Source: an optimization exercise on an open RTL-to-GDS flow (aim: small area and a short achievable clock period). Production flows keep margins and buffers that such runs may drop. In this exercise RTL edits were held to simulation tests only and were not proved equivalent to the original. No activity file was given, so power comes from the tool's default toggle rates.

<file path="run.sh">
#!/bin/bash
# synth_recipe.tcl (not shown) runs the flow's synth.tcl, then flattens the netlist and writes it again
# the make line also repeats each setting of config.mk as NAME=value (left out here)
make -C /OpenROAD-flow-scripts/flow DESIGN_CONFIG=/design/flow/config.mk WORK_HOME=/design/flow/orfs CLKGATE_MAP_FILE= SYNTH_SCRIPT=/design/flow/synth_recipe.tcl finish
</file>
<file path="constraint.sdc">
create_clock -name core_clock -period 5.8 [get_ports {clk_in}]
set_input_delay 1.1600 -clock core_clock [delete_from_list [all_inputs] [get_ports {clk_in}]]
set_output_delay 1.1600 -clock core_clock [all_outputs]
set_load 0.01 [all_outputs]
</file>
<file path="config.mk">
export PLATFORM = sky130hd
export DESIGN_NAME = letter_tx_queue
export DESIGN_NICKNAME = letter_tx_queue
export VERILOG_FILES = /design/flow/design.v
export SDC_FILE = /design/flow/constraint.sdc
export NUM_CORES = 4
export LEC_CHECK = 0
export CAP_MARGIN = 20
export CORE_MARGIN = 2
export CORE_UTILIZATION = 40
export SLEW_MARGIN = 20
export SYNTH_MEMORY_MAX_BITS = 8192
</file>
<file path="design.v">
module letter_tx_queue #(
    parameter int unsigned WIDTH        = 5,
    parameter int unsigned DEPTH        = 1000,
    parameter int unsigned OVERWRITE    = 0,
    parameter int unsigned BUSY_TIMEOUT = 1000
) (
    input  logic                       clk_in,
    input  logic                       rst_in,
    input  logic                       flush_in,
    input  logic                       data_valid_in,
    input  logic [WIDTH-1:0]           data_in,
    input  logic                       tx_busy_in,
    output logic                       tx_valid_out,
    output logic [WIDTH-1:0]           tx_data_out,
    output logic                       full_out,
    output logic                       empty_out,
    output logic [$clog2(DEPTH+1)-1:0] count_out,
    output logic                       overflow_out,
    output logic                       timeout_out
);
    localparam int unsigned PTR_W = (DEPTH > 1) ? $clog2(DEPTH) : 1;
    localparam int unsigned CNT_W = $clog2(DEPTH + 1);
    localparam int unsigned TMR_W = $clog2(BUSY_TIMEOUT + 1);
    typedef enum logic [2:0] {IDLE, FETCH, ISSUE, WAIT_BUSY, WAIT_DONE} state_t;
    state_t           state_q, state_next;
    logic [WIDTH-1:0] mem [DEPTH];
    logic [PTR_W-1:0] wr_ptr_q, rd_ptr_q;
    logic [TMR_W-1:0] timer_q;
    logic [CNT_W-1:0] count_next;
    logic             pop_c, push_c, overwrite_c, drop_c, timeout_c, can_overwrite_c;
    function automatic logic [PTR_W-1:0] ptr_inc(input logic [PTR_W-1:0] p);
        ptr_inc = (p == PTR_W'(DEPTH - 1)) ? {PTR_W{1'b0}} : p + PTR_W'(1);
    endfunction
    always_comb begin
        state_next      = state_q;
        timeout_c       = 1'b0;
        pop_c           = 1'b0;
        push_c          = 1'b0;
        overwrite_c     = 1'b0;
        drop_c          = 1'b0;
        can_overwrite_c = 1'b0;
        count_next      = count_out;
        unique case (state_q)
            IDLE:      if (count_out != '0) state_next = FETCH;
            FETCH:     state_next = ISSUE;
            ISSUE: begin
                pop_c      = 1'b1;
                state_next = WAIT_BUSY;
            end
            WAIT_BUSY: begin
                if (tx_busy_in) begin
                    state_next = WAIT_DONE;
                end else if (timer_q >= TMR_W'(BUSY_TIMEOUT - 1)) begin
                    timeout_c  = 1'b1;
                    state_next = IDLE;
                end
            end
            WAIT_DONE: if (!tx_busy_in) state_next = IDLE;
            default:   state_next = IDLE;
        endcase
        can_overwrite_c = (OVERWRITE != 0) &&
                          (state_q == IDLE || state_q == WAIT_BUSY || state_q == WAIT_DONE);
        if (data_valid_in) begin
            if (!full_out || pop_c) push_c = 1'b1;
            else if (can_overwrite_c) overwrite_c = 1'b1;
            else drop_c = 1'b1;
        end
        if (push_c && !pop_c) count_next = count_out + CNT_W'(1);
        else if (!push_c && pop_c) count_next = count_out - CNT_W'(1);
    end
    always_ff @(posedge clk_in or negedge rst_in) begin
        if (!rst_in) begin
            state_q      <= IDLE;
            wr_ptr_q     <= '0;
            rd_ptr_q     <= '0;
            timer_q      <= '0;
            count_out    <= '0;
            full_out     <= 1'b0;
            empty_out    <= 1'b1;
            tx_valid_out <= 1'b0;
            tx_data_out  <= '0;
            overflow_out <= 1'b0;
            timeout_out  <= 1'b0;
        end else if (flush_in) begin
            state_q      <= IDLE;
            wr_ptr_q     <= '0;
            rd_ptr_q     <= '0;
            timer_q      <= '0;
            count_out    <= '0;
            full_out     <= 1'b0;
            empty_out    <= 1'b1;
            tx_valid_out <= 1'b0;
            overflow_out <= 1'b0;
            timeout_out  <= 1'b0;
        end else begin
            state_q <= state_next;
            if (push_c || overwrite_c) wr_ptr_q <= ptr_inc(wr_ptr_q);
            if (pop_c || overwrite_c)  rd_ptr_q <= ptr_inc(rd_ptr_q);
            timer_q      <= (state_q == ISSUE || state_q == WAIT_BUSY) ? timer_q + TMR_W'(1) : '0;
            count_out    <= count_next;
            full_out     <= (count_next == CNT_W'(DEPTH));
            empty_out    <= (count_next == '0);
            tx_valid_out <= (state_q == FETCH);
            if (state_q == FETCH) tx_data_out <= mem[rd_ptr_q];
            if (drop_c || overwrite_c) overflow_out <= 1'b1;
            timeout_out  <= timeout_c;
        end
    end
    always_ff @(posedge clk_in) begin
        if ((push_c || overwrite_c) && !flush_in) mem[wr_ptr_q] <= data_in;
    end
endmodule
</file>
==> impl_metrics.py <==
metrics = {
    "timing": {
        "setup_violations": 0,
        "period_minus_slack_ns": 4.99,
        "finClkSkew_ns": 0.0604,
        "period_share_pct": 86.0,
        "rsz0062_at_grt": "false",
        "slew_viol_final": 0,
        "hold_slack_ns": 0.283,
        "slew_headroom_pct": 10.6,
        "worst_slew_pin_slew_ns": 1.34,
        "tns_ns": 0,
        "fmax_ghz": 0.200,
        "hold_viol_final": 0,
    },
    "layout": {
        "fillers": 41500,
        "final_core_util_pct": 45.4,
        "area_growth_syn_to_layout_pct": 13.1,
        "final_area_um2": 226000,
        "nNetsFinal": 10500,
        "most-common-layout-cells": "edfxtp_1, nor2_1, mux4_2, mux2i_1, clkbuf_16",
        "drive_above_1_share_pct": 21.5,
        "layout_commonest_cell": "edfxtp_1",
    },
    "floorplanning": {
        "rows": 259,
        "start_util_pct": 40.2,
        "die_w_um": 711,
        "die_h_um": 711,
        "io_pins": 30,
        "core_um2": 498000,
        "die_area_um2": 506000,
    },
    "setup_path": {
        "worstPathRequired_ns": 6.71,
        "cp-end-kind": "register",
        "cp_slowest_cell": "dfrtp_4",
        "cp_max_fo": 24,
        "cp.arrival_ns": 5.90,
        "crit_chain": "buf_12 > buf_12 > buf_4 > mux4_1 > mux4_2 > a22oi_2 > o211ai_1 > a2111oi_1 > a221o_1 > a41oi_2",
        "worstRegToRegCells": 10,
        "cpMostUsedCell": "buf_12",
        "cp_slowest_stage_delay_ns": 1.04,
        "startpoint_type": "register",
        "crit_type": "register to register",
    },
    "placed_design": {
        "portBuffers": 29,
        "place_hpwl_um": 377000,
        "placed_area_um2": 210000,
        "gp_congestion": 0.896,
    },
    "logic_synthesis": {
        "synth-simple-area-share_pct": 3.49,
        "syn_nets": 10200,
        "syn_inst": 10200,
        "synth_seq_cells": 5053,
        "synth_edf_count": 5000,
        "synth_xor_xnor_area_share_pct": 0.0788,
        "synth_area_per_cell_um2": 19.7,
        "yosysWarnings": 1,
        "synthFlopType": "edfxtp_1",
        "synth_cell_types": 85,
        "synth_top_family_by_area": "multiplexers",
        "synth-compound-area-share_pct": 3.44,
        "yosysSeqAreaShare_pct": 75.7,
        "synthAdderAreaFrac_pct": 0.0563,
        "syn_area_um2": 200000,
        "muxShareOfSynthArea_pct": 15.0,
        "synthArstFlopShare_pct": 1.05,
    },
    "clock_network": {
        "cts_resized": 0,
        "cts_sinks": 5053,
        "clk_pin_slew_ns": 0.07,
        "cts_root_buffer": "clkbuf_16",
        "holdBufCountCts": 0,
        "h-tree-depth": 6,
        "clock_path_buffers": 4,
        "cts_tree": "done",
        "post_cts_buffers": 0,
        "clock_latency_ns": 1.07,
        "cts_buffers": 523,
    },
    "detailed_routing": {
        "drt_wl_total_um": 625000,
        "ant_nets": 0,
        "dr.pass1.iters": 6,
        "drc": 0,
        "vias": 108000,
        "drt_iter0_markers": 17000,
        "post_drt_via_cell_ratio": 6.16,
        "drt-wirelength-per-cell_um": 35.6,
    },
    "global_route": {
        "grtUsageTotal_pct": 24.1,
        "antenna_found_initial": 67,
        "grt_pass1_wl_um": 863000,
        "grt-ovfl-total": 0,
        "grt_max_degree": 210,
        "first_global_vias": 107000,
    },
    "flow_run": {
        "max-cap-violations": 0,
    },
    "pwr": {
        "max-vdd-ir-drop_mv": 0.294,
        "power_density_nw_per_um2": 363,
        "p_total_mw": 82.1,
        "p_leak_nw": 68.0,
    },
    "hold_path": {
        "hold_path_class": "input pin to asynchronous set/reset pin",
    },
    "status": {
        "status": "timing/DRC/antenna clean",
    },
}
[power by group]
part	switching, mW	internal, mW	leakage [nW]
sequential	0.220	40.2	45.6
clock	14.1	18.4	7.95
combinational	4.90	4.19	14.4
total	19.3	62.8	68.0
[layout make-up]
| cell class | instances | area [um2] | area share, % |
|---|---|---|---|
| Sequential cell | 5053 | 151000 | 67.0 |
| Multi-Input combinational cell | 4371 | 44600 | 19.7 |
| Clock buffer | 649 | 13700 | 6.07 |
| Tap cell | 6655 | 8330 | 3.68 |
| Timing Repair Buffer | 484 | 5190 | 2.30 |
| Clock inverter | 279 | 2650 | 1.17 |
| Antenna cell | 38 | 95.1 | 0.0420 |
| Inverter | 17 | 82.6 | 0.0365 |
[worst paths after layout]
kind / from / endpoint / slack (ns)
max: rd_ptr_q[0] / tx_data_out[2] / 0.81
min in group core_clock: timer_q[0] / timer_q[0] / 0.49
max in group asynchronous: rst_in / rd_ptr_q[3] / 4.82
min reg2reg: timer_q[0] / timer_q[0] / 0.49
max reg2reg: rd_ptr_q[0] / tx_data_out[2] / 0.81
min: rst_in / state_q[1] / 0.28
[critical path, delay by kind of cell (launching register included)]
kind / cells / cell delay, ns
buffers and inverters: 3 / 0.89
AOI/OAI and AO/OA: 5 / 1.64
muxes: 2 / 1.19
DFF: 1 / 1.04
[routing by layer]
metal	GRT usage, %	vias up	share of wire (%)
li1	-	42300	-
met5	0	-	0.024
met1	32.6	56800	38
met2	36.7	7639	46
met3	6.72	1246	12
met4	10.3	22	4.6
[cells in the mapped netlist (108+ instances only)]
master / instances / area [um2]
o22ai_1: 143 / 895
a21oi_1: 173 / 866
buf_2: 114 / 571
edfxtp_1: 5000 / 150000
o221ai_1: 202 / 1770
nor2_1: 1135 / 4260
clkbuf_1: 355 / 1330
o21ai_0: 108 / 541
mux2i_1: 596 / 5970
nand2_1: 264 / 991
buf_6: 110 / 1240
mux4_2: 1023 / 23000
[sequential cells by signal (all words and copies together) (netlist names)]
name and flops:
overflow_out 1, full_out 1, rd_ptr_q 10, tx_data_out 5, state_q 3, wr_ptr_q 10
timeout_out 1, timer_q 10, count_out 10, mem 5000, tx_valid_out 1, empty_out 1
[stage by stage]
stage                     instances  setup slack (ns)
after floorplan               10200              2.69
after global placement        16600             0.440
after detailed placement      16600             0.593
after CTS                     17500             0.929
after global routing          17500             0.784
final                         17500             0.810
[logic make-up (layout without fill, tap and decap cells)]
group | count (synthesis) | in the layout
DFF | 5053 | 5053
and+or+nand+nor | 1694 | 1694
muxes | 1681 | 1681
AOI/OAI and AO/OA | 969 | 969
buffers and inverters | 731 | 1429
xor gates and xnor gates | 18 | 18
adders and majority gates | 9 | 9
other | 0 | 38

## what the ideal ports hide
The flow's constraints put no driver on any port. The routed layout listed below was extracted and timed again, unchanged, in two steps. Step 1: set_driving_cell puts a clkbuf_16 on clk_in and a buf_2 on each other input, an assumption about the parent block. Step 2 also shifts input and output timing later by t, the mid clock arrival at the registers, as if the neighbouring blocks saw the same clock. a / b / c = ideal / step 1 / step 2; a / b = the first two.
t (ns): 1.163
slack for setup (ns): 0.810 / 0.810 / 0.514
worst hold slack (ns): 0.283 / 0.186 / 0.494
worst setup path after step 2: input to register
After both steps this run still meets setup and hold. For this run, drivers alone change the setup slack by 0.000 ns; drivers and shift together by -0.296 ns.
